This design comes from an exercise in tuning for small area, a short achievable clock period and few clock cycles on the open sky130 flow, not from production work.
At most, simulation tests tie the RTL to the original design; equivalence was not proved.
Function not checked in runs 1 to 3: the RTL went through the layout flow alone.

### design/flow/design.v
`default_nettype none
package gge_pkg;
  localparam logic [31:0] LfsrTaps = 32'h80200003;
  localparam logic [31:0] SeedReset = 32'd1;
  localparam logic [15:0] XoverReset = 16'd45875;
  localparam logic [15:0] MutReset = 16'd66;
  function automatic logic [31:0] lfsr_step(input logic [31:0] v);
    lfsr_step = v[0] ? ((v >> 1) ^ LfsrTaps) : (v >> 1);
  endfunction
  function automatic logic [31:0] lfsr_jump(input logic [31:0] v, input int n);
    logic [31:0] x;
    x = v;
    for (int k = 0; k < n; k++) x = x[0] ? ((x >> 1) ^ LfsrTaps) : (x >> 1);
    lfsr_jump = x;
  endfunction
  function automatic logic [31:0] lfsr_back(input logic [31:0] v, input int n);
    logic [31:0] x;
    x = v;
    for (int k = 0; k < n; k++) x = {x[30:0], 1'b0} ^ (x[31] ? 32'h00400007 : 32'h0);
    lfsr_back = x;
  endfunction
  function automatic logic [3:0] ones8(input logic [7:0] v);
    logic [3:0] n;
    n = '0;
    for (int b = 0; b < 8; b++) n = n + {3'd0, v[b]};
    ones8 = n;
  endfunction
  function automatic logic [5:0] rstep(input logic [5:0] r, input logic b, input logic [6:0] d);
    logic [7:0] t;
    t = {1'b0, r, b} - {1'b0, d};
    rstep = t[7] ? {r[4:0], b} : t[5:0];
  endfunction
  function automatic logic [5:0] addmod(input logic [5:0] a, input logic [5:0] b,
                                        input logic [6:0] d);
    logic [6:0] u;
    logic [7:0] t;
    u = {1'b0, a} + {1'b0, b};
    t = {1'b0, u} - {1'b0, d};
    addmod = t[7] ? u[5:0] : t[5:0];
  endfunction
  function automatic logic [5:0] dbladd(input logic [5:0] r, input logic [5:0] k,
                                        input logic [6:0] d);
    logic [7:0] t, t1, t2;
    t = {1'b0, r, 1'b0} + {2'b0, k};
    t1 = t - {1'b0, d};
    t2 = t - {d, 1'b0};
    dbladd = !t2[7] ? t2[5:0] : (!t1[7] ? t1[5:0] : t[5:0]);
  endfunction
  function automatic logic [5:0] cmod(input logic [1:0] sel, input logic [6:0] d);
    logic [5:0] v;
    v = '0;
    if (d >= 7'd8) begin
      case (sel)
        2'd0: v = 6'd7;
        2'd1: v = 6'd3;
        2'd2: v = 6'(d - 7'd1);
        default: v = 6'(d - 7'd5);
      endcase
    end else begin
      case (d[2:0])
        3'd1: v = 6'd0;
        3'd2: v = 6'd1;                                           
        3'd3: case (sel) 2'd0: v = 6'd1; 2'd1: v = 6'd0; 2'd2: v = 6'd2; default: v = 6'd1; endcase
        3'd4: case (sel) 2'd0: v = 6'd3; 2'd1: v = 6'd3; 2'd2: v = 6'd3; default: v = 6'd3; endcase
        3'd5: case (sel) 2'd0: v = 6'd2; 2'd1: v = 6'd3; 2'd2: v = 6'd4; default: v = 6'd0; endcase
        3'd6: case (sel) 2'd0: v = 6'd1; 2'd1: v = 6'd3; 2'd2: v = 6'd5; default: v = 6'd1; endcase
        3'd7: case (sel) 2'd0: v = 6'd0; 2'd1: v = 6'd3; 2'd2: v = 6'd6; default: v = 6'd2; endcase
        default: v = 6'd0;
      endcase
    end
    cmod = v;
  endfunction
  localparam logic [127:0] KTab0 = 128'h000000000000000080a828aa80222a88;
  localparam logic [127:0] KTab1 = 128'h0000000000000000c8004488c0c2aa00;
  localparam logic [127:0] KTab2 = 128'h000000000000000068389c8c84403240;
  localparam logic [127:0] KTab3 = 128'h0000000000000000bd82e82a70c0c000;
  localparam logic [127:0] KTab4 = 128'h000000000000000062f1ac568d0c0000;
  localparam logic [127:0] KTab5 = 128'h0000000000000000f008100000000000;
  localparam logic [127:0] KTab6 = 128'h000000000000000020a0a8880800a2a0;
  localparam logic [127:0] KTab7 = 128'h00000000000000000c0020e064088220;
  localparam logic [127:0] KTab8 = 128'h0000000000000000800ac4341ca64080;
  localparam logic [127:0] KTab9 = 128'h0000000000000000a11ecff416be4400;
  localparam logic [127:0] KTab10 = 128'h00000000000000001640888068000000;
  localparam logic [127:0] KTab11 = 128'h000000000000000013d0000800000000;
  function automatic logic [11:0] ktab(input logic [6:0] s);
    ktab = {KTab11[s], KTab10[s], KTab9[s], KTab8[s], KTab7[s], KTab6[s],
            KTab5[s], KTab4[s], KTab3[s], KTab2[s], KTab1[s], KTab0[s]};
  endfunction
endpackage
`default_nettype wire
`default_nettype none
module genetic_generation_engine_core (
  input  wire logic clk,
  input  wire logic rst,
  input  wire logic in_valid,
  output logic      in_ready,
  input  wire logic [11:0] in_data,
  output logic      out_valid,
  input  wire logic out_ready,
  output logic [16:0] out_data,
  input  wire logic cfg_valid,
  output logic      cfg_ready,
  input  wire logic [1:0] cfg_index,
  input  wire logic [31:0] cfg_data
);
  localparam logic [3:0] MOD_LAST = 4'd10;
  localparam logic [1:0] PH_IDLE = 2'd0, PH_SUM = 2'd1, PH_MOD = 2'd2, PH_SEL = 2'd3;
  logic [1:0] ph;
  logic mut;                          
  logic [3:0] cnt;
  wire [2:0] c3 = cnt[2:0];
  logic z0;                           
  logic dirty;                        
  logic [7:0] pop [8];
  logic [7:0] nx [8];                 
  logic [31:0] lfsr;
  logic [15:0] xthr, mthr;
  logic [6:0] s;                      
  logic [6:0] acc;
  logic [6:0] cum [7];                
  logic [5:0] r;                      
  logic [2:0] chk;                    
  logic [5:0] ktr;                    
  logic [7:0] flr;                    
  logic [3:0] xh;                     
  logic [2:0] xl [4];                 
  logic [7:0] ob;
  logic [3:0] of;
  logic [2:0] oslot;
  logic ov;
  assign cfg_ready = 1'b1;
  assign in_ready = (ph == PH_IDLE) && !mut;
  assign out_valid = ov;
  assign out_data = {oslot, ob, of, ob == 8'hFF, oslot == 3'd7};
  wire take = in_valid && in_ready;
  wire take_run = take && in_data[11];
  wire take_load = take && !in_data[11];
  wire s_zero = (s == 7'd0);
  wire [6:0] dv = s;
  logic s_pend;                       
  logic [11:0] kreg;                  
  wire [7:0] pcur = pop[c3];
  wire [3:0] fcur = gge_pkg::ones8(pcur);
  wire [6:0] acc_in = (c3 == 3'd0) ? 7'd0 : acc;
  wire [6:0] acc_nx = acc_in + {3'd0, fcur};
  wire mod0 = (take_run && !dirty) || (ph == PH_MOD && z0);
  wire [31:0] l8 = gge_pkg::lfsr_jump(lfsr, 8);
  wire [31:0] h = {nx[0], nx[2], nx[1], nx[3]};      
  wire [32:0] hsrc = {1'b0, z0 ? l8 : h};
  wire [3:0] cnt1 = cnt + 4'd1;
  wire [2:0] chk_nx = hsrc[32 - 3 * cnt1 -: 3];
  logic [5:0] r_mod;
  always_comb begin
    r_mod = r;
    for (int k = 2; k >= 0; k--) r_mod = gge_pkg::rstep(r_mod, chk[k], dv);
  end
  wire [6:0] dv0 = s_pend ? s + {3'd0, of} : s;
  logic [5:0] r_first;
  always_comb begin
    case (dv0)
      7'd1: r_first = 6'd0;
      7'd2: r_first = {5'd0, l8[30]};
      7'd3: r_first = (l8[31:30] == 2'd3) ? 6'd0 : {4'd0, l8[31:30]};
      default: r_first = {4'd0, l8[31:30]};
    endcase
  end
  wire [31:0] xd = gge_pkg::lfsr_step(lfsr);
  wire [31:0] xe = gge_pkg::lfsr_step(xd);
  wire xhit = xd[31:16] < xthr;
  wire xroll = (ph == PH_MOD) && (cnt >= 4'd1) && (cnt <= 4'd4);
  logic [31:0] y, yz;
  always_comb begin
    y = h;
    if (ph == PH_SEL) begin
      case (c3)
        3'd0: y = gge_pkg::lfsr_back(h, 1);
        3'd1: y = gge_pkg::lfsr_back(h, 2);
        3'd2: y = gge_pkg::lfsr_back(h, 3);
        3'd3: y = gge_pkg::lfsr_back(h, 4);
        3'd4: y = gge_pkg::lfsr_back(h, 5);
        default: y = gge_pkg::lfsr_back(h, 6);
      endcase
    end
    case (c3)
      3'd0: yz = h;
      3'd1: yz = gge_pkg::lfsr_back(h, 1);
      3'd2: yz = gge_pkg::lfsr_back(h, 2);
      3'd3: yz = gge_pkg::lfsr_back(h, 3);
      3'd4: yz = gge_pkg::lfsr_back(h, 4);
      3'd5: yz = gge_pkg::lfsr_back(h, 5);
      3'd6: yz = gge_pkg::lfsr_back(h, 6);
      default: yz = gge_pkg::lfsr_back(h, 7);
    endcase
  end
  wire [5:0] k_tap = gge_pkg::addmod(y[21] ? kreg[5:0] : kreg[11:6], gge_pkg::cmod(y[1:0], dv), dv);
  wire [5:0] ktr_nx = y[31] ? k_tap : 6'd0;
  wire [5:0] r_back = gge_pkg::dbladd(r, ktr, dv);
  logic [2:0] sel_idx;
  always_comb begin
    sel_idx = 3'd0;
    for (int j = 0; j < 7; j++) sel_idx = sel_idx + {2'd0, cum[j] <= {1'b0, r}};
    if (s_zero) sel_idx = yz[2:0];
  end
  wire [7:0] psel = pop[sel_idx];
  logic [7:0] flip;
  always_comb begin
    logic [31:0] m;
    m = lfsr;
    for (int j = 0; j < 8; j++) begin
      m = gge_pkg::lfsr_step(m);
      flip[j] = m[31:16] < mthr;
    end
  end
  wire [1:0] q = c3[2:1];
  wire [7:0] xa = nx[{q, 1'b0}];
  wire [7:0] xb = nx[{q, 1'b1}];
  wire [7:0] xmask = xh[q] ? 8'((9'd1 << xl[q]) - 9'd1) : 8'hFF;
  wire [7:0] child = c3[0] ? ((xb & xmask) | (xa & ~xmask)) : ((xa & xmask) | (xb & ~xmask));
  wire [7:0] mfin = child ^ flr;
  wire [3:0] mfit = gge_pkg::ones8(mfin);
  wire mut_go = mut && (!ov || out_ready);
  wire sel_last = (ph == PH_SEL) && (c3 == 3'd7);
  wire flip_go = sel_last || (mut_go && c3 != 3'd7);
  always_ff @(posedge clk) begin
    if (rst) begin
      ph <= PH_IDLE; mut <= 1'b0; cnt <= '0; z0 <= 1'b1; dirty <= 1'b0; s <= '0; ov <= 1'b0;
      s_pend <= 1'b0;
      lfsr <= gge_pkg::SeedReset; xthr <= gge_pkg::XoverReset; mthr <= gge_pkg::MutReset;
      for (int i = 0; i < 8; i++) pop[i] <= '0;
    end else begin
      if (cfg_valid) begin
        case (cfg_index)
          2'd0: lfsr <= (cfg_data == 32'd0) ? 32'd1 : cfg_data;
          2'd1: xthr <= cfg_data[15:0];
          2'd2: mthr <= cfg_data[15:0];
          default: ;
        endcase
      end
      if (ov && out_ready) ov <= 1'b0;
      s_pend <= 1'b0;
      if (s_pend) s <= s + {3'd0, of};
      if (mod0) lfsr <= l8;
      if (xroll) lfsr <= xhit ? xe : xd;
      if (flip_go) lfsr <= gge_pkg::lfsr_jump(lfsr, 8);
      case (ph)
        PH_IDLE: begin
          if (take_load) begin
            pop[in_data[10:8]] <= in_data[7:0];
            dirty <= 1'b1;
          end
          if (take_run) begin
            ph <= dirty ? PH_SUM : PH_MOD;
            cnt <= 4'd1; z0 <= 1'b0;
          end
          if (mut_go) begin
            pop[c3] <= mfin;
            ov <= 1'b1;
            s <= (c3 == 3'd0) ? 7'd0 : s + {3'd0, of};
            s_pend <= (c3 == 3'd7);
            cnt <= (c3 == 3'd7) ? 4'd0 : cnt1;
            z0 <= (c3 == 3'd7);
            if (c3 == 3'd7) mut <= 1'b0;
          end
        end
        PH_SUM: begin
          cnt <= cnt1;
          if (cnt == 4'd7) begin
            s <= acc_nx; dirty <= 1'b0; ph <= PH_MOD; cnt <= 4'd0; z0 <= 1'b1;
          end
        end
        PH_MOD: begin
          cnt <= cnt1; z0 <= 1'b0;
          if (cnt == MOD_LAST) begin
            ph <= PH_SEL; cnt <= 4'd0; z0 <= 1'b1;
          end
        end
        default: begin   
          cnt <= cnt1; z0 <= 1'b0;
          if (cnt == 4'd7) begin
            ph <= PH_IDLE; mut <= 1'b1; cnt <= 4'd0; z0 <= 1'b1;
          end
        end
      endcase
    end
  end
  wire do_cum = (ph == PH_SUM) || (ph == PH_MOD && cnt[3] == 1'b0) || take_run;
  wire do_mod = (ph == PH_MOD) || (take_run && !dirty);
  always_ff @(posedge clk) begin
    if (do_cum) begin
      acc <= acc_nx;
      if (c3 != 3'd7) cum[c3] <= acc_nx;
    end
    if (do_mod) begin
      r <= z0 ? r_first : r_mod;
      chk <= chk_nx;
    end
    if (ph == PH_MOD) kreg <= gge_pkg::ktab(s);
    if (mod0) begin
      nx[0] <= l8[31:24]; nx[2] <= l8[23:16]; nx[1] <= l8[15:8]; nx[3] <= l8[7:0];
    end
    if (xroll) begin
      xh[2'(cnt - 4'd1)] <= xhit;
      xl[2'(cnt - 4'd1)] <= xe[2:0];
    end
    if ((ph == PH_MOD && cnt == MOD_LAST) || ph == PH_SEL) ktr <= ktr_nx;
    if (ph == PH_SEL) begin
      nx[3'd7 - c3] <= psel;
      r <= r_back;
    end
    if (flip_go) flr <= flip;
    if (mut_go) begin
      ob <= mfin; of <= mfit; oslot <= c3;
    end
  end
endmodule
`default_nettype wire
### design/flow/run.sh
#!/bin/bash
# synth_recipe.tcl (not shown) runs the flow's synth.tcl, then flattens the netlist and writes it again
# the make line also repeats each setting of config.mk as NAME=value (left out here)
make -C /OpenROAD-flow-scripts/flow DESIGN_CONFIG=/design/flow/config.mk WORK_HOME=/design/flow/orfs CLKGATE_MAP_FILE= SYNTH_SCRIPT=/design/flow/synth_recipe.tcl finish
### design/flow/config.mk
export PLATFORM = sky130hd
export DESIGN_NAME = genetic_generation_engine_core
export DESIGN_NICKNAME = genetic_generation_engine_core
export VERILOG_FILES = /design/flow/design.v
export SDC_FILE = /design/flow/constraint.sdc
export NUM_CORES = 4
export LEC_CHECK = 0
export CAP_MARGIN = 20
export CORE_MARGIN = 2
export CORE_UTILIZATION = 40
export SLEW_MARGIN = 20
### design/flow/constraint.sdc
create_clock -name core_clock -period 8.0 [get_ports {clk}]
set_input_delay 1.6000 -clock core_clock [delete_from_list [all_inputs] [get_ports {clk}]]
set_output_delay 1.6000 -clock core_clock [all_outputs]
set_load 0.01 [all_outputs]
==> tab_implementation.tex, run 1 <==
\begin{tabular}{lr}
\hline
Metric & Value \\
\hline
\multicolumn{2}{l}{\textbf{Layout}} \\
Area Growth Syn to Fin & 11.7\% \\
Commonest non-fill, non-tap cells in the layout & ha\_1, edfxtp\_1, nor2\_1 \\
Sequential cell area & $\sim$9200 µm² \\
Cell area after layout & $\sim$29,000 µm² \\
Antenna fix cells & 0 \\
Share of layout cells above drive strength 1 & 9.84\% \\
Final-layout fill cell count & 5,999 \\
Final net count & approximately 3,000 \\
Most common library cell in the layout ignoring fill and taps & ha\_1 \\
Area taken by multi-input logic gates & 15,500 µm² \\
\multicolumn{2}{l}{\textbf{Die}} \\
Area of the die & 66,500 µm² \\
Number of rows created at floorplan & 93 \\
Core area & 64,100 µm² \\
Initial core utilization & approximately two fifths \\
IO Count & just over 70 \\
Die Ht & 258 µm \\
Die X & between 200 and 300 µm \\
\multicolumn{2}{l}{\textbf{Global route}} \\
Antenna violations before repair & 0 \\
First-pass GRT wire length & about 130 mm \\
Combined global-route utilization of all metal layers & 24.6\% \\
Overall overflow remaining after global route & 0 \\
Maximum number of pins on one net before global-route repair & 73 \\
Vias in the first global route & 21,122 \\
\multicolumn{2}{l}{\textbf{Place}} \\
Port Buf Inserts & just under 70 \\
Placement-stage cell area & 27,400 µm² \\
Worst setup slack before clock tree synthesis & 0.975 ns \\
Final HPWL from detailed placement & roughly 60 mm \\
Gpl congestion & between 0.9 and 1 \\
\multicolumn{2}{l}{\textbf{Clock network}} \\
Count of H-tree levels built during CTS & 2 \\
TritonCTS clock tree & built \\
Clock Sinks & 335 \\
Source-to-sink clock delay at the later pin of the worst-skew pair & 0.58 ns \\
Buffer count from post-CTS setup fixing & 0 \\
TritonCTS Buffers & 40 \\
Buffer depth of the longest clock path & 3 \\
Post-CTS Hold Buffers & 0 \\
Clock transition time at the flip-flop clock pins of the worst setup and hold paths & 0.06 ns \\
Library cell used as clock root buffer & clkbuf\_16 \\
\# resized after CTS & 0 \\
\multicolumn{2}{l}{\textbf{STA}} \\
Fmax achieved & between 100 and 150 MHz \\
Setup TNS after final layout & 0 ns \\
Unrepaired setup endpoints after global routing & false \\
Number of failing hold endpoints at the final stage & 0 \\
Fin Clk Skew & 0.0196 ns \\
Final Critical Period & 7.15 ns \\
Hold slack final & 0.452 ns \\
Number of max-slew violations in the final report & 0 \\
Transition at the pin with the smallest max-transition slack & approximately 1.1 ns \\
Normalized max-slew margin & 26.2\% \\
Min setup slack post-route & $\sim$0.85 ns \\
Final Setup Violations & 0 \\
Portion of the clock cycle consumed by the worst path in the final layout & 89.4\% \\
\multicolumn{2}{l}{\textbf{Yosys}} \\
Dominant synthesized flop cell & edfxtp\_1 \\
Yosys synthesis warning count & 1 \\
Share of synthesized area occupied by flip-flops and latches & 35.7\% \\
Flops \& latches, synth & 335 \\
Synthesized instance count & 2,635 \\
Yosys cell types & 88 \\
Count of flip-flops with a built-in enable after synthesis & 250 \\
Net Count, Synth & between 2,000 and 3,000 \\
Fraction of registers with async set/reset & 0\% \\
Average size of a mapped cell & 9.78 µm² \\
Cell area after synthesis & roughly 26,000 µm² \\
\multicolumn{2}{l}{\textbf{Worst hold path}} \\
Class of the worst hold path & reg -> reg \\
\multicolumn{2}{l}{\textbf{Route}} \\
Routed WL & between 80 and 90 mm \\
Routed length per placed instance & 23.3 µm \\
Detailed-route via count & around 21,000 \\
Iteration-0 DRC count of the detailed router & about 2,000 \\
1st-pass router iterations & 6 \\
Drt drc & 0 \\
Routed Antenna Nets & 0 \\
Via/cell ratio & 6.03 \\
\multicolumn{2}{l}{\textbf{Setup path}} \\
Category of the critical setup timing path & reg -> reg \\
Data arrival, critical path & 7.48 ns \\
Highest net fanout along the worst path & 25 \\
CP Launch Type & register \\
Data required, critical path & 8.32 ns \\
Kind of end point of the critical path & register \\
R2R setup slack & 0.85 ns \\
\multicolumn{2}{l}{\textbf{Run status}} \\
Outcome & timing/DRC/antenna clean \\
\multicolumn{2}{l}{\textbf{Flow run}} \\
Max Cap Violations & 0 \\
\hline
\end{tabular}
==> through the flow <==
| stage | util, % | std cells |
|---|---|---|
| after floorplan | - | 2635 |
| after global placement | 42.7 | 3474 |
| after detailed placement | 42.7 | 3474 |
| after CTS | 44.9 | 3548 |
| after global routing | 44.9 | 3549 |
| final | 44.9 | 3549 |
==> path summary, 6_finish.rpt <==
path,start,endpoint,depth (start not counted)
max reg2reg,s[5]$_SDFF_PP0_,r[4]$_DFFE_PP_,23
min,mthr[10]$_SDFFE_PP0P_,mthr[10]$_SDFFE_PP0P_,2
min reg2reg,mthr[10]$_SDFFE_PP0P_,mthr[10]$_SDFFE_PP0P_,2
max,s[5]$_SDFF_PP0_,r[4]$_DFFE_PP_,23
==> metal layers <==
metal | share of wire, % | GRT usage, % | routed length [µm] | vias up
li1 | - | - | - | 9833
met1 | 42 | 32.6 | 34400 | 10428
met2 | 47 | 40.6 | 38700 | 946
met3 | 7.4 | 3.44 | 6080 | 179
met4 | 4.2 | 9.96 | 3450 | 0
met5 | 0 | 0 | 0 | -
==> cells by family (layout without fill, tap and decap cells) <==
| family | after synthesis | in the layout | synth area share [%] |
|---|---|---|---|
| AOI/OAI and AO/OA | 697 | 697 | 17.8 |
| xor gates and xnor gates | 113 | 113 | 4.17 |
| adders and majority gates | 300 | 300 | 15.2 |
| buffers and inverters | 284 | 343 | 4.24 |
| DFF | 335 | 335 | 35.7 |
| muxes | 162 | 162 | 9.73 |
| other | 1 | 1 | 0.0146 |
| and+or+nand+nor | 743 | 743 | 13.1 |
==> synthesized netlist by cell type, types with 11 or more instances <==
cell type  instances  area share [%]
mux2i_1           67             2.6
nand2b_1          48             1.2
nand4_1           22            0.53
edfxtp_1         250              29
o21ai_0          152             3.0
mux4_2            68             5.9
xnor2_1           79             2.7
mux2_2            27             1.2
xor2_1            27            0.92
dfxtp_1           85             6.6
o21bai_1          12            0.35
and3_1            12            0.29
or3_1             17            0.41
a221oi_1          20            0.68
nor2_1           246             3.6
a22oi_1           29            0.84
ha_1             278              13
buf_1             24            0.35
a31oi_1           15            0.36
a21oi_1          191             3.7
a211oi_1          26            0.76
o221ai_1          22            0.75
nand2_1          237             3.5
o211ai_1          25            0.73
a211o_1           11            0.37
fa_1              22             1.7
clkbuf_1         105             1.5
nor3_1            31            0.60
a31o_2            20            0.68
inv_1            138             2.0
nand3_1           42            0.82
o21a_1            29            0.84
nor2b_1           45             1.1
a21o_1            48             1.4
==> worst max-delay path, stage by stage, from the launching register on <==
cell      delay, ns
dfxtp_1        0.91
inv_1          0.14
ha_1           0.36
or3_1          0.11
o21ai_0        0.07
a21oi_1        0.56
mux2i_1        0.27
ha_1           0.33
nor2b_1        0.11
o21ai_0        0.11
a21oi_1        0.20
o21ai_0        0.14
a21oi_1        0.77
mux2_2         0.46
inv_1          0.07
ha_1           0.21
nor2b_1        0.13
o21ai_0        0.15
nand2b_1       0.11
a21o_1         0.19
a21o_1         0.19
a31oi_1        0.71
mux2_2         0.41
a22o_1         0.21
==> layout make-up <==
| class | instances | area share (%) |
|---|---|---|
| Clock buffer | 51 | 3.76 |
| Inverter | 144 | 1.88 |
| Timing Repair Buffer | 125 | 3.84 |
| Clock inverter | 23 | 1.04 |
| Tap cell | 855 | 3.72 |
| Multi-Input combinational cell | 2016 | 53.8 |
| Sequential cell | 335 | 32.0 |
==> flip-flops by register name (all words and copies together), names as in the netlist, 12 cells and up, named ones only <==
| register | cells |
|---|---|
| nx | 64 |
| pop | 64 |
| cum | 49 |
| lfsr | 32 |
| mthr | 16 |
| xthr | 16 |
| kreg | 12 |
| xl | 12 |
==> run 2, diff against run 1 <==
--- a/design/flow/config.mk
+++ b/design/flow/config.mk
@@ -8,4 +8,5 @@
 export CAP_MARGIN = 20
 export CORE_MARGIN = 2
 export CORE_UTILIZATION = 40
+export SETUP_SLACK_MARGIN = 4.5
 export SLEW_MARGIN = 20
==> run 2 against run 1 <==
  * Design area rose by 14%
  * Clock skew rose by 0.022 ns
  * Routed wire length rose by 8.8%
  * Critical path depth fell by 4
  * Still clean on timing, DRC and antenna
  * Synthesized cell count did not move
  * Flip-flop and latch count did not move
  * Via count rose by 7.5%
  * Die area did not move
  * Non-clock buffer count rose by 182
  * Setup slack improved by 2.1 ns
==> tab_implementation.tex, run 2 <==
\begin{tabular}{lr}
\hline
Metric & Value \\
\hline
\multicolumn{2}{l}{\textbf{Setup path}} \\
R2R setup slack & about 2.9 ns \\
Data arrival, critical path & 5.38 ns \\
Kind of end point of the critical path & register \\
Category of the critical setup timing path & reg -> reg \\
Highest net fanout along the worst path & 8 \\
CP Launch Type & register \\
Data required, critical path & around 8.3 ns \\
\multicolumn{2}{l}{\textbf{Yosys}} \\
Synthesized instance count & 2,635 \\
Dominant synthesized flop cell & edfxtp\_1 \\
Most common library cells after synthesis & ha\_1, edfxtp\_1, nor2\_1, nand2\_1, a21oi\_1 \\
Average size of a mapped cell & 9.78 µm² \\
Count leader, synth & ha\_1 \\
Cell area after synthesis & 25,800 µm² \\
Main combinational cell family by area after synthesis & compound AO/OA/AOI/OAI gates \\
Net Count, Synth & 2,986 \\
Post-synthesis adder-cell area fraction & between 10\% and 20\% \\
Fraction of registers with async set/reset & 0\% \\
Leading post-synthesis cells by cell area & edfxtp\_1, ha\_1, dfxtp\_1 \\
Share of synthesized area spent on multiplexers & 9.73\% \\
Yosys synthesis warning count & 1 \\
Yosys cell types & between 80 and 90 \\
Area fraction in and, or, nand and nor cells after synthesis & 13.1\% \\
Yosys top cell area share & between 20 and 30\% \\
Share of synthesized area occupied by flip-flops and latches & 35.7\% \\
Share of the synthesized netlist area taken by xor and xnor gates & about 4.2\% \\
Area leader, netlist & edfxtp\_1 \\
Count of flip-flops with a built-in enable after synthesis & 250 \\
Flops \& latches, synth & around 340 \\
Share of the synthesized area in compound gates (AO/OA/AOI/OAI) & between 10\% and 20\% \\
\multicolumn{2}{l}{\textbf{Place}} \\
Port Buf Inserts & 69 \\
Gpl congestion & 0.914 \\
Final HPWL from detailed placement & 59.8 mm \\
\multicolumn{2}{l}{\textbf{STA}} \\
Hold slack final & 0.459 ns \\
Number of max-slew violations in the final report & 0 \\
Final Setup Violations & 0 \\
Unrepaired setup endpoints after global routing & true \\
Fin Clk Skew & 0.0412 ns \\
Fmax achieved & 197 MHz \\
Normalized max-slew margin & 33.9\% \\
Setup TNS after final layout & 0 ns \\
Number of failing hold endpoints at the final stage & 0 \\
Transition at the pin with the smallest max-transition slack & around 0.96 ns \\
Portion of the clock cycle consumed by the worst path in the final layout & 63.6\% \\
Final Critical Period & just over 5 ns \\
\multicolumn{2}{l}{\textbf{Layout}} \\
Antenna fix cells & 0 \\
Largest registers & nx: 64 flops, pop: 64 flops, cum: 49 flops \\
Share of layout cells above drive strength 1 & 25.5\% \\
Final net count & 3,200 \\
End-of-flow core utilization & 51.0\% \\
Commonest non-fill, non-tap cells in the layout & ha\_1, edfxtp\_1, nor2\_1 \\
Final-layout fill cell count & 5,626 \\
Area Growth Syn to Fin & 26.9\% \\
\multicolumn{2}{l}{\textbf{Global route}} \\
Met2 track demand over resource in global routing & 42.5\% \\
Maximum number of pins on one net before global-route repair & 73 \\
First-pass GRT wire length & between 100 and 150 mm \\
Vias in the first global route & between 20,000 and 25,000 \\
Global-route layer with the greatest usage & met2 \\
Overall overflow remaining after global route & 0 \\
Grt met3 use & 3.80\% \\
Combined global-route utilization of all metal layers & 26.4\% \\
Met1 global-route usage & 35.5\% \\
Antenna violations before repair & 0 \\
\multicolumn{2}{l}{\textbf{Route}} \\
Routed Antenna Nets & 0 \\
Routed WL & 90.0 mm \\
1st-pass router iterations & 6 \\
Iteration-0 DRC count of the detailed router & 2,356 \\
Routed length per placed instance & 24.1 µm \\
Drt drc & 0 \\
Detailed-route via count & 22,980 \\
Via/cell ratio & just over 6 \\
\multicolumn{2}{l}{\textbf{Clock network}} \\
Clock transition time at the flip-flop clock pins of the worst setup and hold paths & approximately 0.060 ns \\
Buffer depth of the longest clock path & 3 \\
Source-to-sink clock delay at the later pin of the worst-skew pair & a little under 0.6 ns \\
Clock Sinks & 335 \\
Library cell used as clock root buffer & clkbuf\_16 \\
Count of H-tree levels built during CTS & 2 \\
TritonCTS Buffers & 40 \\
Post-CTS Hold Buffers & 0 \\
TritonCTS clock tree & built \\
\multicolumn{2}{l}{\textbf{Flow run}} \\
Max Cap Violations & 0 \\
\multicolumn{2}{l}{\textbf{Die}} \\
Die Ht & approximately 260 µm \\
IO Count & 71 \\
Core area & 64,100 µm² \\
Initial core utilization & approximately two fifths \\
Die X & 258 µm \\
Number of rows created at floorplan & 93 \\
Area of the die & 66,500 µm² \\
\multicolumn{2}{l}{\textbf{Run status}} \\
Outcome & timing/DRC/antenna clean \\
\multicolumn{2}{l}{\textbf{Worst hold path}} \\
Class of the worst hold path & reg -> reg \\
\hline
\end{tabular}
run 2: final cells by class:
cell class | count | area [µm²] | share of cell area, %
repair inverters | 1 | 8.76 | 0.0268
clock inverters | 20 | 205 | 0.627
multi-input cells | 2020 | 17400 | 53.1
flip-flops and latches | 335 | 9250 | 28.3
well taps | 855 | 1070 | 3.27
clock buffers | 46 | 1020 | 3.13
inverters | 144 | 663 | 2.03
repair buffers | 307 | 3120 | 9.53
run 2: kinds of logic (layout without fill, tap and decap cells):
logic type | count (synthesis) | after routing
flops | 335 | 335
buf+inv | 284 | 518
compound gates | 697 | 697
mux | 162 | 162
simple gates | 743 | 747
other cells | 1 | 1
fa+ha+maj | 300 | 300
xor+xnor | 113 | 113
run 2: stage by stage:
stage	setup WS, ns	std cells	cell area [µm²]
finish	2.92	3728	32700
global route	2.73	3728	32700
CTS	2.98	3694	31900
detailed placement	1.59	3457	27800
global placement	1.78	3457	27800
floorplan	2.51	2635	26500
run 2: critical path, stage by stage, from the launching register on:
cell      delay (ns)
edfxtp_1        0.48
inv_4           0.16
ha_4            0.22
nor2b_4         0.12
o21a_1          0.16
o21a_1          0.17
o21ai_1         0.13
nand2b_1        0.10
a21oi_2         0.16
o21bai_1        0.09
fa_1            0.50
fa_2            0.48
fa_2            0.36
fa_1            0.49
a21oi_4         0.20
buf_8           0.17
mux4_2          0.38
mux2i_4         0.20
buf_12          0.17
mux2i_1         0.08
run 2: path summary, 6_finish.rpt:
path                         start                     to  cells past startpoint
min reg2reg  xthr[10]$_SDFFE_PP0P_  xthr[10]$_SDFFE_PP0P_                      2
max reg2reg         r[1]$_DFFE_PP_     nx[1][6]$_DFFE_PP_                     19
max                 r[1]$_DFFE_PP_     nx[1][6]$_DFFE_PP_                     19
min          xthr[10]$_SDFFE_PP0P_  xthr[10]$_SDFFE_PP0P_                      2
run 2: routing by layer:
| metal | vias up | share of wire (%) |
|---|---|---|
| li1 | 10251 | - |
| met1 | 11300 | 40 |
| met3 | 247 | 8.5 |
| met5 | - | 0 |
| met4 | 0 | 4.5 |
| met2 | 1182 | 46 |
run 2: what timing repair did:
action                     4_1_cts  5_1_grt
pin swaps                       79       44
setup endpoints to repair      353      288
cloned                          10        1
resized for setup              288      114
setup buffers                  161       32
hold endpoints to repair         0        0
==> run 3, diff against run 2 <==
--- a/design/flow/config.mk
+++ b/design/flow/config.mk
@@ -8,5 +8,5 @@
 export CAP_MARGIN = 20
 export CORE_MARGIN = 2
 export CORE_UTILIZATION = 40
-export SETUP_SLACK_MARGIN = 4.5
+export SETUP_SLACK_MARGIN = 3
 export SLEW_MARGIN = 20
==> run 3 against run 2 <==
  * Synthesized cell count is the same
  * Global-route usage down 1.1 points
  * Still clean
  * Cell count down 1.5%
  * Synthesized area unchanged
  * Design area fell by 4.6%
  * Non-clock buffer count fell by 60
  * Routed wire length down 3.6%
==> tab_implementation.tex, run 3 <==
\begin{tabular}{lr}
\hline
Metric & Value \\
\hline
\multicolumn{2}{l}{\textbf{Run status}} \\
Outcome & timing/DRC/antenna clean \\
\multicolumn{2}{l}{\textbf{Die}} \\
Die X & 258 µm \\
Area of the die & about 66,000 µm² \\
IO Count & 71 \\
Die Ht & 258 µm \\
Core area & 64,100 µm² \\
Initial core utilization & 40.2\% \\
Number of rows created at floorplan & 93 \\
\multicolumn{2}{l}{\textbf{Yosys}} \\
Main combinational cell family by area after synthesis & compound AO/OA/AOI/OAI gates \\
Yosys synthesis warning count & 1 \\
Net Count, Synth & $\sim$3,000 \\
Dominant synthesized flop cell & edfxtp\_1 \\
Area leader, netlist & edfxtp\_1 \\
Share of synthesized area occupied by flip-flops and latches & 35.7\% \\
Count leader, synth & ha\_1 \\
Most common library cells after synthesis & ha\_1, edfxtp\_1, nor2\_1, nand2\_1, a21oi\_1 \\
Post-synthesis adder-cell area fraction & 15.2\% \\
Share of synthesized area spent on multiplexers & about 9.7\% \\
Flops \& latches, synth & 335 \\
Yosys top cell area share & 29.1\% \\
Yosys cell types & 88 \\
Average size of a mapped cell & 9.78 µm² \\
Fraction of registers with async set/reset & 0\% \\
Synthesized instance count & 2,635 \\
Cell area after synthesis & 25,800 µm² \\
Area fraction in and, or, nand and nor cells after synthesis & 13.1\% \\
Share of the synthesized area in compound gates (AO/OA/AOI/OAI) & 17.8\% \\
Leading post-synthesis cells by cell area & edfxtp\_1, ha\_1, dfxtp\_1 \\
Count of flip-flops with a built-in enable after synthesis & 250 \\
Share of the synthesized netlist area taken by xor and xnor gates & 4.17\% \\
\multicolumn{2}{l}{\textbf{Layout}} \\
Commonest non-fill, non-tap cells in the layout & ha\_1, edfxtp\_1, nor2\_1, nand2\_1, a21oi\_1 \\
Most common library cell in the layout ignoring fill and taps & ha\_1 \\
Largest registers & nx: 64 flops, pop: 64 flops, cum: 49 flops \\
Share of layout cells above drive strength 1 & 19.7\% \\
Area Growth Syn to Fin & 21.0\% \\
End-of-flow core utilization & 48.6\% \\
Final net count & 3,137 \\
\multicolumn{2}{l}{\textbf{Clock network}} \\
Library cell used as clock root buffer & clkbuf\_16 \\
Post-CTS Hold Buffers & 0 \\
TritonCTS Buffers & 40 \\
TritonCTS clock tree & built \\
Count of H-tree levels built during CTS & 2 \\
Clock transition time at the flip-flop clock pins of the worst setup and hold paths & 0.06 ns \\
Buffer depth of the longest clock path & 3 \\
Source-to-sink clock delay at the later pin of the worst-skew pair & between 0.5 and 0.6 ns \\
Clock Sinks & 335 \\
\multicolumn{2}{l}{\textbf{Global route}} \\
Overall overflow remaining after global route & 0 \\
Antenna violations before repair & 0 \\
Combined global-route utilization of all metal layers & 25.3\% \\
First-pass GRT wire length & 130 mm \\
Vias in the first global route & 21,407 \\
Maximum number of pins on one net before global-route repair & between 70 and 80 \\
\multicolumn{2}{l}{\textbf{STA}} \\
Fin Clk Skew & 0.0195 ns \\
Number of max-slew violations in the final report & 0 \\
Setup TNS after final layout & 0 ns \\
Normalized max-slew margin & 8.24\% \\
Final Setup Violations & 0 \\
Number of failing hold endpoints at the final stage & 0 \\
Unrepaired setup endpoints after global routing & true \\
Transition at the pin with the smallest max-transition slack & 1.37 ns \\
Fmax achieved & 192 MHz \\
Final Critical Period & 5.22 ns \\
Portion of the clock cycle consumed by the worst path in the final layout & 65.3\% \\
\multicolumn{2}{l}{\textbf{Route}} \\
1st-pass router iterations & 8 \\
Iteration-0 DRC count of the detailed router & between 2,000 and 2,500 \\
Routed WL & 86.7 mm \\
Routed Antenna Nets & 0 \\
Drt drc & 0 \\
Routed length per placed instance & 23.6 µm \\
Via/cell ratio & 6.05 \\
Detailed-route via count & about 22,000 \\
\multicolumn{2}{l}{\textbf{Place}} \\
Port Buf Inserts & around 70 \\
Gpl congestion & 0.919 \\
Final HPWL from detailed placement & 59.6 mm \\
\multicolumn{2}{l}{\textbf{Setup path}} \\
Critical-path top delay cell & fa\_2 \\
Critical path launch point & r[2]\$\_DFFE\_PP\_ \\
Ordered list of cells on the worst path & clkinvlp\_4 > ha\_4 > o21a\_1 > o21a\_1 > o21ai\_1 > nand2b\_1 > a21oi\_2 > o21bai\_1 > fa\_1 > fa\_2 > fa\_2 > fa\_1 > a21oi\_4 > buf\_12 > buf\_16 > mux4\_2 > mux2i\_4 > buf\_12 > mux2i\_1 \\
CP Launch Type & register \\
Critical R2R Launch & r[2]\$\_DFFE\_PP\_ \\
Data required, critical path & between 8 and 9 ns \\
Critical path buffers and inverters & 4 \\
Reg-to-reg critical path endpoint & nx[1][6]\$\_DFFE\_PP\_ \\
Depth of the worst register-to-register path & 19 \\
Critical path capture point & nx[1][6]\$\_DFFE\_PP\_ \\
R2R setup slack & $\sim$2.8 ns \\
Data arrival, critical path & 5.50 ns \\
CP top delay family & adder cells \\
WP depth & 19 \\
Category of the critical setup timing path & reg -> reg \\
Highest net fanout along the worst path & 7 \\
Crit-path max cell delay & 0.54 ns \\
Kind of end point of the critical path & register \\
\multicolumn{2}{l}{\textbf{Worst hold path}} \\
Hold Path Origin & xthr[6]\$\_SDFFE\_PP0P\_ \\
Class of the worst hold path & reg -> reg \\
\multicolumn{2}{l}{\textbf{Flow run}} \\
Max Cap Violations & 0 \\
\hline
\end{tabular}
[run 3: changes by cell type in the layout (fill, tap and decap cells not counted), moves of 8 or more]
cell / before / now
xnor2_1: 56 / 65
nor2_1: 228 / 236
nand2b_4: 9 / 0
buf_6: 42 / 15
mux2i_1: 43 / 53
nand2_1: 223 / 236
nand2b_1: 39 / 48
buf_4: 163 / 137
[run 3: what timing repair did]
action / in CTS / in global routing
endpoints found under the setup margin: 165 / 148
pin swaps: 54 / 66
gates resized for setup: 145 / 116
buffers inserted: 78 / 49
cloned: 5 / 3
[run 3: worst min-delay path: cells and delay by family, from the launching register on]
kind | cells | cell delay [ns]
flip-flops | 1 | 0.31
AND/OR/NAND/NOR | 1 | 0.05
AO/OA/AOI/OAI | 1 | 0.05
[run 3: worst min path at each step]
stage	cells past startpoint	slack, ns	to
after global placement	2	0.44	xthr[10]$_SDFFE_PP0P_
final	2	0.45	xthr[6]$_SDFFE_PP0P_
after floorplan	2	0.44	mthr[10]$_SDFFE_PP0P_
after CTS	2	0.46	xthr[6]$_SDFFE_PP0P_
after detailed placement	2	0.45	xthr[6]$_SDFFE_PP0P_
after global routing	2	0.48	xthr[7]$_SDFFE_PP0P_
[run 3: per-stage QoR]
| stage | cell area [µm²] | worst slack, ns | instances | hold slack [ns] |
|---|---|---|---|---|
| final | 31200 | 2.78 | 3671 | 0.455 |
| after global routing | 31200 | 2.55 | 3670 | 0.480 |
| after CTS | 30200 | 2.77 | 3617 | 0.457 |
| after detailed placement | 27500 | 1.57 | 3463 | 0.449 |
| after global placement | 27500 | 1.69 | 3462 | 0.443 |
| after floorplan | 26100 | 2.51 | 2635 | 0.436 |
[run 3: cells by family after synthesis]
family / after synthesis
and+or+nand+nor: 743
AOI/OAI and AO/OA: 697
DFF: 335
adders and majority gates: 300
buffers and inverters: 284
muxes: 162
xor gates and xnor gates: 113
other: 1
[run 3: final cells by class]
cell class	instances	area, µm²
Sequential cell	335	9250
Antenna cell	1	2.50
Timing Repair inverter	1	8.76
Timing Repair Buffer	247	2480
Clock inverter	16	130
Clock buffer	55	1130
Fill cell	5820	32900
Tap cell	855	1070
Inverter	144	637
Multi-Input combinational cell	2017	16500
[run 3: routing by layer]
metal / track usage, % / wire length [µm] / up-vias
met2: 40.8 / 40400 / 1064
li1: - / - / 10110
met1: 34.2 / 35900 / 10791
met5: 0 / 0 / -
met3: 3.84 / 6730 / 244
met4: 10.0 / 3740 / 0
==> run 4, diff against run 3 <==
--- a/design/flow/design.v
+++ b/design/flow/design.v
@@ -30,6 +30,21 @@
     t = {1'b0, r, b} - {1'b0, d};
     rstep = t[7] ? {r[4:0], b} : t[5:0];
   endfunction
+  function automatic logic [5:0] qstep(input logic [5:0] r, input logic [1:0] b,
+                                       input logic [6:0] d, input logic [7:0] d3);
+    logic [8:0] t1, t2, t3;
+    t1 = {1'b0, r, b} - {2'b0, d};
+    t2 = {1'b0, r, b} - {1'b0, d, 1'b0};
+    t3 = {1'b0, r, b} - {1'b0, d3};
+    qstep = !t3[8] ? t3[5:0] : (!t2[8] ? t2[5:0] : (!t1[8] ? t1[5:0] : {r[3:0], b}));
+  endfunction
+  localparam logic [255:0] SmallMod0 = 256'h2aaaaaaa4aaaaaaa52aaaaaa54aaaaaa952aaaaa294aaaaa2492aaaa0000aaaa;
+  localparam logic [255:0] SmallMod1 = 256'h4ccc0ccc8ccccccc64cc30cc98cccccc264cc30c318ccccc492400000000cccc;
+  localparam logic [255:0] SmallMod2 = 256'h70f030f010f000f080f0c0f0e0f0f0f038700c3042100000000000000000f0f0;
+  localparam logic [255:0] SmallMod3 = 256'h7f003f001f000f0007000300010000000000000000000000000000000000ff00;
+  function automatic logic [3:0] smallmod(input logic [3:0] v, input logic [3:0] d);
+    smallmod = {SmallMod3[{d, v}], SmallMod2[{d, v}], SmallMod1[{d, v}], SmallMod0[{d, v}]};
+  endfunction
   function automatic logic [5:0] addmod(input logic [5:0] a, input logic [5:0] b,
                                         input logic [6:0] d);
     logic [6:0] u;
@@ -103,14 +118,13 @@
   input  wire logic [1:0] cfg_index,
   input  wire logic [31:0] cfg_data
 );
-  localparam logic [3:0] MOD_LAST = 4'd10;
-  localparam logic [1:0] PH_IDLE = 2'd0, PH_SUM = 2'd1, PH_MOD = 2'd2, PH_SEL = 2'd3;
+  localparam logic [3:0] MOD_LAST = 4'd7;
+  localparam logic [1:0] PH_IDLE = 2'd0, PH_MOD = 2'd2, PH_SEL = 2'd3;
   logic [1:0] ph;
   logic mut;                          
   logic [3:0] cnt;
   wire [2:0] c3 = cnt[2:0];
   logic z0;                           
-  logic dirty;                        
   logic [7:0] pop [8];
   logic [7:0] nx [8];                 
   logic [31:0] lfsr;
@@ -119,7 +133,8 @@
   logic [6:0] acc;
   logic [6:0] cum [7];                
   logic [5:0] r;                      
-  logic [2:0] chk;                    
+  logic [3:0] chk;                    
+  logic [7:0] d3;                     
   logic [5:0] ktr;                    
   logic [7:0] flr;                    
   logic [3:0] xh;                     
@@ -138,49 +153,44 @@
   wire s_zero = (s == 7'd0);
   wire [6:0] dv = s;
   logic s_pend;                       
+  logic ld_pend;                      
+  logic [3:0] ld_new, ld_old;
   logic [11:0] kreg;                  
-  wire [7:0] pcur = pop[c3];
-  wire [3:0] fcur = gge_pkg::ones8(pcur);
-  wire [6:0] acc_in = (c3 == 3'd0) ? 7'd0 : acc;
-  wire [6:0] acc_nx = acc_in + {3'd0, fcur};
-  wire mod0 = (take_run && !dirty) || (ph == PH_MOD && z0);
+  logic [3:0] fq;
+  wire [3:0] fcur = gge_pkg::ones8(pop[c3]);
+  wire [6:0] acc_in = (cnt == 4'd1) ? 7'd0 : acc;
+  wire [6:0] acc_nx = acc_in + {3'd0, fq};
+  wire mod0 = take_run;
   wire [31:0] l8 = gge_pkg::lfsr_jump(lfsr, 8);
   wire [31:0] h = {nx[0], nx[2], nx[1], nx[3]};      
-  wire [32:0] hsrc = {1'b0, z0 ? l8 : h};
+  wire [31:0] hsrc = z0 ? l8 : h;
   wire [3:0] cnt1 = cnt + 4'd1;
-  wire [2:0] chk_nx = hsrc[32 - 3 * cnt1 -: 3];
-  logic [5:0] r_mod;
-  always_comb begin
-    r_mod = r;
-    for (int k = 2; k >= 0; k--) r_mod = gge_pkg::rstep(r_mod, chk[k], dv);
-  end
-  wire [6:0] dv0 = s_pend ? s + {3'd0, of} : s;
-  logic [5:0] r_first;
-  always_comb begin
-    case (dv0)
-      7'd1: r_first = 6'd0;
-      7'd2: r_first = {5'd0, l8[30]};
-      7'd3: r_first = (l8[31:30] == 2'd3) ? 6'd0 : {4'd0, l8[31:30]};
-      default: r_first = {4'd0, l8[31:30]};
-    endcase
-  end
+  wire [3:0] chk_nx = hsrc[31 - 4 * c3 - 4 -: 4];
+  wire [5:0] r_mod = gge_pkg::qstep(gge_pkg::qstep(r, chk[3:2], dv, d3), chk[1:0], dv, d3);
+  wire [3:0] s_add = s_pend ? of : (ld_pend ? ld_new : 4'd0);
+  wire [3:0] s_sub = ld_pend ? ld_old : 4'd0;
+  wire [6:0] dv0 = s + {3'd0, s_add} - {3'd0, s_sub};
+  wire [5:0] r_first = (dv0[6:4] != 3'd0) ? {2'd0, l8[31:28]} :
+                       {2'd0, gge_pkg::smallmod(l8[31:28], dv0[3:0])};
   wire [31:0] xd = gge_pkg::lfsr_step(lfsr);
   wire [31:0] xe = gge_pkg::lfsr_step(xd);
   wire xhit = xd[31:16] < xthr;
   wire xroll = (ph == PH_MOD) && (cnt >= 4'd1) && (cnt <= 4'd4);
-  logic [31:0] y, yz;
+  logic [3:0] yb, yb_nx;
+  logic [31:0] yz;
   always_comb begin
-    y = h;
-    if (ph == PH_SEL) begin
+    logic [31:0] t;
+    t = gge_pkg::lfsr_back(h, 6);
+    if (ph == PH_MOD) t = (cnt == 4'd6) ? h : gge_pkg::lfsr_back(h, 1);
+    else
       case (c3)
-        3'd0: y = gge_pkg::lfsr_back(h, 1);
-        3'd1: y = gge_pkg::lfsr_back(h, 2);
-        3'd2: y = gge_pkg::lfsr_back(h, 3);
-        3'd3: y = gge_pkg::lfsr_back(h, 4);
-        3'd4: y = gge_pkg::lfsr_back(h, 5);
-        default: y = gge_pkg::lfsr_back(h, 6);
+        3'd0: t = gge_pkg::lfsr_back(h, 2);
+        3'd1: t = gge_pkg::lfsr_back(h, 3);
+        3'd2: t = gge_pkg::lfsr_back(h, 4);
+        3'd3: t = gge_pkg::lfsr_back(h, 5);
+        default: t = gge_pkg::lfsr_back(h, 6);
       endcase
-    end
+    yb_nx = {t[31], t[21], t[1], t[0]};
     case (c3)
       3'd0: yz = h;
       3'd1: yz = gge_pkg::lfsr_back(h, 1);
@@ -192,8 +202,8 @@
       default: yz = gge_pkg::lfsr_back(h, 7);
     endcase
   end
-  wire [5:0] k_tap = gge_pkg::addmod(y[21] ? kreg[5:0] : kreg[11:6], gge_pkg::cmod(y[1:0], dv), dv);
-  wire [5:0] ktr_nx = y[31] ? k_tap : 6'd0;
+  wire [5:0] k_tap = gge_pkg::addmod(yb[2] ? kreg[5:0] : kreg[11:6], gge_pkg::cmod(yb[1:0], dv), dv);
+  wire [5:0] ktr_nx = yb[3] ? k_tap : 6'd0;
   wire [5:0] r_back = gge_pkg::dbladd(r, ktr, dv);
   logic [2:0] sel_idx;
   always_comb begin
@@ -223,8 +233,8 @@
   wire flip_go = sel_last || (mut_go && c3 != 3'd7);
   always_ff @(posedge clk) begin
     if (rst) begin
-      ph <= PH_IDLE; mut <= 1'b0; cnt <= '0; z0 <= 1'b1; dirty <= 1'b0; s <= '0; ov <= 1'b0;
-      s_pend <= 1'b0;
+      ph <= PH_IDLE; mut <= 1'b0; cnt <= '0; z0 <= 1'b1; s <= '0; ov <= 1'b0;
+      s_pend <= 1'b0; ld_pend <= 1'b0;
       lfsr <= gge_pkg::SeedReset; xthr <= gge_pkg::XoverReset; mthr <= gge_pkg::MutReset;
       for (int i = 0; i < 8; i++) pop[i] <= '0;
     end else begin
@@ -238,7 +248,8 @@
       end
       if (ov && out_ready) ov <= 1'b0;
       s_pend <= 1'b0;
-      if (s_pend) s <= s + {3'd0, of};
+      ld_pend <= 1'b0;
+      if (s_pend || ld_pend) s <= dv0;
       if (mod0) lfsr <= l8;
       if (xroll) lfsr <= xhit ? xe : xd;
       if (flip_go) lfsr <= gge_pkg::lfsr_jump(lfsr, 8);
@@ -246,10 +257,10 @@
         PH_IDLE: begin
           if (take_load) begin
             pop[in_data[10:8]] <= in_data[7:0];
-            dirty <= 1'b1;
+            ld_pend <= 1'b1;
           end
           if (take_run) begin
-            ph <= dirty ? PH_SUM : PH_MOD;
+            ph <= PH_MOD;
             cnt <= 4'd1; z0 <= 1'b0;
           end
           if (mut_go) begin
@@ -262,12 +273,6 @@
             if (c3 == 3'd7) mut <= 1'b0;
           end
         end
-        PH_SUM: begin
-          cnt <= cnt1;
-          if (cnt == 4'd7) begin
-            s <= acc_nx; dirty <= 1'b0; ph <= PH_MOD; cnt <= 4'd0; z0 <= 1'b1;
-          end
-        end
         PH_MOD: begin
           cnt <= cnt1; z0 <= 1'b0;
           if (cnt == MOD_LAST) begin
@@ -283,16 +288,27 @@
       endcase
     end
   end
-  wire do_cum = (ph == PH_SUM) || (ph == PH_MOD && cnt[3] == 1'b0) || take_run;
-  wire do_mod = (ph == PH_MOD) || (take_run && !dirty);
+  wire do_cum = (ph == PH_MOD) || take_run;
+  wire do_mod = (ph == PH_MOD) || take_run;
   always_ff @(posedge clk) begin
     if (do_cum) begin
+      fq <= fcur;
       acc <= acc_nx;
-      if (c3 != 3'd7) cum[c3] <= acc_nx;
+      case (cnt)
+        4'd1: cum[0] <= {3'd0, acc_nx[3:0]};
+        4'd2: cum[1] <= {2'd0, acc_nx[4:0]};
+        4'd3: cum[2] <= {2'd0, acc_nx[4:0]};
+        4'd4: cum[3] <= {1'd0, acc_nx[5:0]};
+        4'd5: cum[4] <= {1'd0, acc_nx[5:0]};
+        4'd6: cum[5] <= {1'd0, acc_nx[5:0]};
+        4'd7: cum[6] <= {1'd0, acc_nx[5:0]};
+        default: ;
+      endcase
     end
     if (do_mod) begin
       r <= z0 ? r_first : r_mod;
       chk <= chk_nx;
+      d3 <= {1'b0, dv0} + {dv0, 1'b0};
     end
     if (ph == PH_MOD) kreg <= gge_pkg::ktab(s);
     if (mod0) begin
@@ -302,12 +318,17 @@
       xh[2'(cnt - 4'd1)] <= xhit;
       xl[2'(cnt - 4'd1)] <= xe[2:0];
     end
+    if ((ph == PH_MOD && cnt >= 4'd6) || ph == PH_SEL) yb <= yb_nx;
     if ((ph == PH_MOD && cnt == MOD_LAST) || ph == PH_SEL) ktr <= ktr_nx;
     if (ph == PH_SEL) begin
       nx[3'd7 - c3] <= psel;
       r <= r_back;
     end
     if (flip_go) flr <= flip;
+    if (take_load) begin
+      ld_new <= gge_pkg::ones8(in_data[7:0]);
+      ld_old <= gge_pkg::ones8(pop[in_data[10:8]]);
+    end
     if (mut_go) begin
       ob <= mfin; of <= mfit; oslot <= c3;
     end
--- a/design/flow/config.mk
+++ b/design/flow/config.mk
@@ -8,5 +8,5 @@
 export CAP_MARGIN = 20
 export CORE_MARGIN = 2
 export CORE_UTILIZATION = 40
-export SETUP_SLACK_MARGIN = 3
+export SETUP_SLACK_MARGIN = 4.5
 export SLEW_MARGIN = 20
==> run 4 against run 3 <==
  * Still clean on timing, DRC and antenna
  * Routed wire length rose by 9.5%
  * Flip-flop and latch count increased by 13
  * Global-route usage grew 0.48 points
  * Fmax rose by 1.3%
  * Design area up 11%
  * Clock-buffer cell count decreased by 2
  * Via count grew 7.9%
  * Non-clock buffer count rose by 61
  * Register-to-register slack improved by 0.07 ns
  * Synthesized area rose by 8.0%
  * Critical path type unchanged
==> tab_implementation.tex, run 4 <==
\begin{tabular}{lr}
\hline
Metric & Value \\
\hline
\multicolumn{2}{l}{\textbf{Route}} \\
Detailed-route via count & 23,965 \\
Routed WL & $\sim$95 mm \\
Routed Antenna Nets & 0 \\
Drt drc & 0 \\
Iteration-0 DRC count of the detailed router & 2,316 \\
Routed length per placed instance & 23.8 µm \\
1st-pass router iterations & 6 \\
Via/cell ratio & 6.01 \\
\multicolumn{2}{l}{\textbf{Layout}} \\
End-of-flow core utilization & 50.4\% \\
Share of layout cells above drive strength 1 & 24.2\% \\
Final-layout fill cell count & around 6,200 \\
Sequential cell area & around 9600 µm² \\
Area Growth Syn to Fin & 24.5\% \\
Most common library cell in the layout ignoring fill and taps & ha\_1 \\
Final net count & 3,427 \\
Post-route non-filler standard cell count & 3,986 \\
Commonest non-fill, non-tap cells in the layout & ha\_1, edfxtp\_1, nor2\_1 \\
Largest registers & nx: 64 flops, pop: 64 flops, cum: 38 flops \\
Area taken by multi-input logic gates & $\sim$19,000 µm² \\
\multicolumn{2}{l}{\textbf{Yosys}} \\
Fraction of registers with async set/reset & 0\% \\
Leading post-synthesis cells by cell area & edfxtp\_1, ha\_1, dfxtp\_1 \\
Most common library cells after synthesis & ha\_1, nor2\_1, edfxtp\_1, a21oi\_1, nand2\_1 \\
Flops \& latches, synth & 348 \\
Dominant synthesized flop cell & edfxtp\_1 \\
Yosys synthesis warning count & 2 \\
Yosys cell types & 85 \\
Net Count, Synth & 3,215 \\
Share of synthesized area occupied by flip-flops and latches & 34.5\% \\
Yosys top cell area share & 28.4\% \\
Cell area after synthesis & 27,800 µm² \\
Count of flip-flops with a built-in enable after synthesis & 263 \\
Average size of a mapped cell & 9.90 µm² \\
Count leader, synth & ha\_1 \\
Synthesized instance count & 2,809 \\
Area leader, netlist & edfxtp\_1 \\
\multicolumn{2}{l}{\textbf{Die}} \\
Number of rows created at floorplan & 96 \\
IO Count & 71 \\
Die X & 268 µm \\
Core area & just under 70,000 µm² \\
Initial core utilization & 40.5\% \\
Area of the die & 71,700 µm² \\
Die Ht & 268 µm \\
\multicolumn{2}{l}{\textbf{Clock network}} \\
Clock transition time at the flip-flop clock pins of the worst setup and hold paths & $\sim$0.060 ns \\
Clock Sinks & $\sim$350 \\
TritonCTS clock tree & built \\
Source-to-sink clock delay at the later pin of the worst-skew pair & around 0.60 ns \\
Count of H-tree levels built during CTS & 2 \\
Buffer depth of the longest clock path & 3 \\
TritonCTS Buffers & 41 \\
Library cell used as clock root buffer & clkbuf\_16 \\
\multicolumn{2}{l}{\textbf{Global route}} \\
Overall overflow remaining after global route & 0 \\
Vias in the first global route & roughly 23,000 \\
Combined global-route utilization of all metal layers & roughly a quarter \\
Antenna violations before repair & 3 \\
Maximum number of pins on one net before global-route repair & 52 \\
First-pass GRT wire length & around 140 mm \\
\multicolumn{2}{l}{\textbf{Place}} \\
Port Buf Inserts & 69 \\
Worst setup slack before clock tree synthesis & 2.00 ns \\
Post-Place Cells & between 3,000 and 4,000 \\
Gpl congestion & 0.959 \\
Final HPWL from detailed placement & 65.5 mm \\
\multicolumn{2}{l}{\textbf{STA}} \\
Min setup slack post-route & around 2.8 ns \\
Number of max-slew violations in the final report & 0 \\
Final Critical Period & $\sim$5.2 ns \\
Setup TNS after final layout & 0 ns \\
Normalized max-slew margin & about a quarter \\
Fmax achieved & slightly below 200 MHz \\
Final Setup Violations & 0 \\
Fin Clk Skew & 0.0322 ns \\
Unrepaired setup endpoints after global routing & true \\
Transition at the pin with the smallest max-transition slack & 1.10 ns \\
Number of failing hold endpoints at the final stage & 0 \\
Portion of the clock cycle consumed by the worst path in the final layout & approximately 64\% \\
\multicolumn{2}{l}{\textbf{Setup path}} \\
Highest net fanout along the worst path & 5 \\
R2R setup slack & 2.84 ns \\
Kind of end point of the critical path & register \\
Data arrival, critical path & 5.45 ns \\
Data required, critical path & 8.30 ns \\
Category of the critical setup timing path & reg -> reg \\
CP Launch Type & register \\
\multicolumn{2}{l}{\textbf{Worst hold path}} \\
Class of the worst hold path & reg -> reg \\
\multicolumn{2}{l}{\textbf{Run status}} \\
Outcome & timing/DRC/antenna clean \\
\multicolumn{2}{l}{\textbf{Flow run}} \\
Max Cap Violations & 0 \\
\hline
\end{tabular}
==> run 4: cell types whose count changed in the layout (fill, tap and decap cells not counted), moves of 19 or more <==
cell / before / now
a21oi_2: 20 / 40
a31o_2: 20 / 1
buf_4: 137 / 177
buf_6: 15 / 35
ha_1: 254 / 280
inv_1: 113 / 138
mux2i_1: 53 / 123
nand2_1: 236 / 172
nand2b_1: 48 / 29
==> run 4: worst max-delay path, cell delays in order, from the launching register on <==
cell      delay (ns)
edfxtp_1        0.42
clkinv_4        0.14
ha_4            0.24
nor2b_4         0.12
o21a_1          0.16
o21a_1          0.16
o21ai_1         0.14
nand2b_1        0.09
a21oi_2         0.14
a31oi_2         0.07
fa_1            0.56
fa_1            0.43
fa_2            0.36
fa_2            0.64
o21ai_4         0.07
buf_12          0.17
buf_12          0.12
buf_16          0.13
mux2i_1         0.13
mux2i_1         0.12
mux2i_4         0.34
a21oi_1         0.11
==> run 4: metrics by stage <==
stage	hold WS, ns	cell area, µm²
after floorplan	0.436	28400
after global placement	0.443	29800
after detailed placement	0.448	29800
after CTS	0.456	33300
after global routing	0.479	34600
final	0.455	34600
==> run 4: final cells by class <==
type | instances | area share [%]
repair inverters | 2 | 0.0289
inverters | 181 | 2.24
well taps | 931 | 3.36
diodes | 1 | 0.00723
clock inverters | 23 | 0.499
multi-input cells | 2139 | 54.0
clock buffers | 53 | 3.21
repair buffers | 308 | 8.76
flip-flops and latches | 348 | 27.8
==> run 4: path summary, 6_finish.rpt <==
kind | start | to | cells past startpoint
worst max register to register | r[1]$_DFFE_PP_ | nx[1][2]$_DFFE_PP_ | 21
worst min-delay path | xthr[6]$_SDFFE_PP0P_ | xthr[6]$_SDFFE_PP0P_ | 2
worst min register to register | xthr[6]$_SDFFE_PP0P_ | xthr[6]$_SDFFE_PP0P_ | 2
worst max-delay path | r[1]$_DFFE_PP_ | nx[1][2]$_DFFE_PP_ | 21
==> run 4: logic make-up after synthesis <==
logic type	Yosys count	share of synthesized area (%)
buf+inv	322	4.48
other cells	1	0.0135
flops	348	34.5
compound gates	677	15.5
fa+ha+maj	355	17.0
simple gates	744	12.5
mux	246	12.0
xor+xnor	116	4.00
==> run 4: per-layer routing <==
| layer | vias to the layer above | track usage [%] | part of all wire [%] |
|---|---|---|---|
| met5 | - | 0 | 0.024 |
| met4 | 4 | 11.1 | 4.9 |
| met3 | 303 | 4.07 | 7.8 |
| met2 | 1149 | 42.9 | 47 |
| met1 | 11687 | 33.3 | 40 |
| li1 | 10822 | - | - |
==> run 4: repair_timing <==
action,in CTS,in global routing
setup buffers,121,63
cloned,10,2
setup endpoints to repair,371,271
resized for setup,265,176
hold buffers,0,0
pin swaps,55,76
Testbench counts of run 4, summed over its fixed seeds: cycles 4,704.

re-timing with driven ports:
The flow's constraints put no driver on any port. The routed layouts listed below were extracted and timed again, unchanged, in two steps.
Step 1, drivers: a clkbuf_16 drives clk and a buf_2 each remaining input, both assumed.
Step 2 times the ports against the registers' clock, not the clock port: input delays grow and output delays shrink by t, the midpoint of the rising clock arrivals with the driver on.
Slacks: ideal / step 1 / step 2; pairs: ideal / step 1.
run	t (ns)	slack for setup (ns)	worst setup path at the end	latest minus earliest clock arrival (ns)
run 1	0.636	0.847 / 0.847 / 0.847	register to register	0.020 / 0.020
run 2	0.628	2.915 / 2.915 / 2.915	register to register	0.042 / 0.042
run 3	0.627	2.779 / 2.779 / 2.602	input to register	0.023 / 0.023
run 4	0.645	2.845 / 2.845 / 2.845	register to register	0.032 / 0.033
After both steps every run listed still meets setup and hold. The setup slack of run 3, which loses most, moves by 0.000 ns with the drivers and by -0.177 ns with both steps.
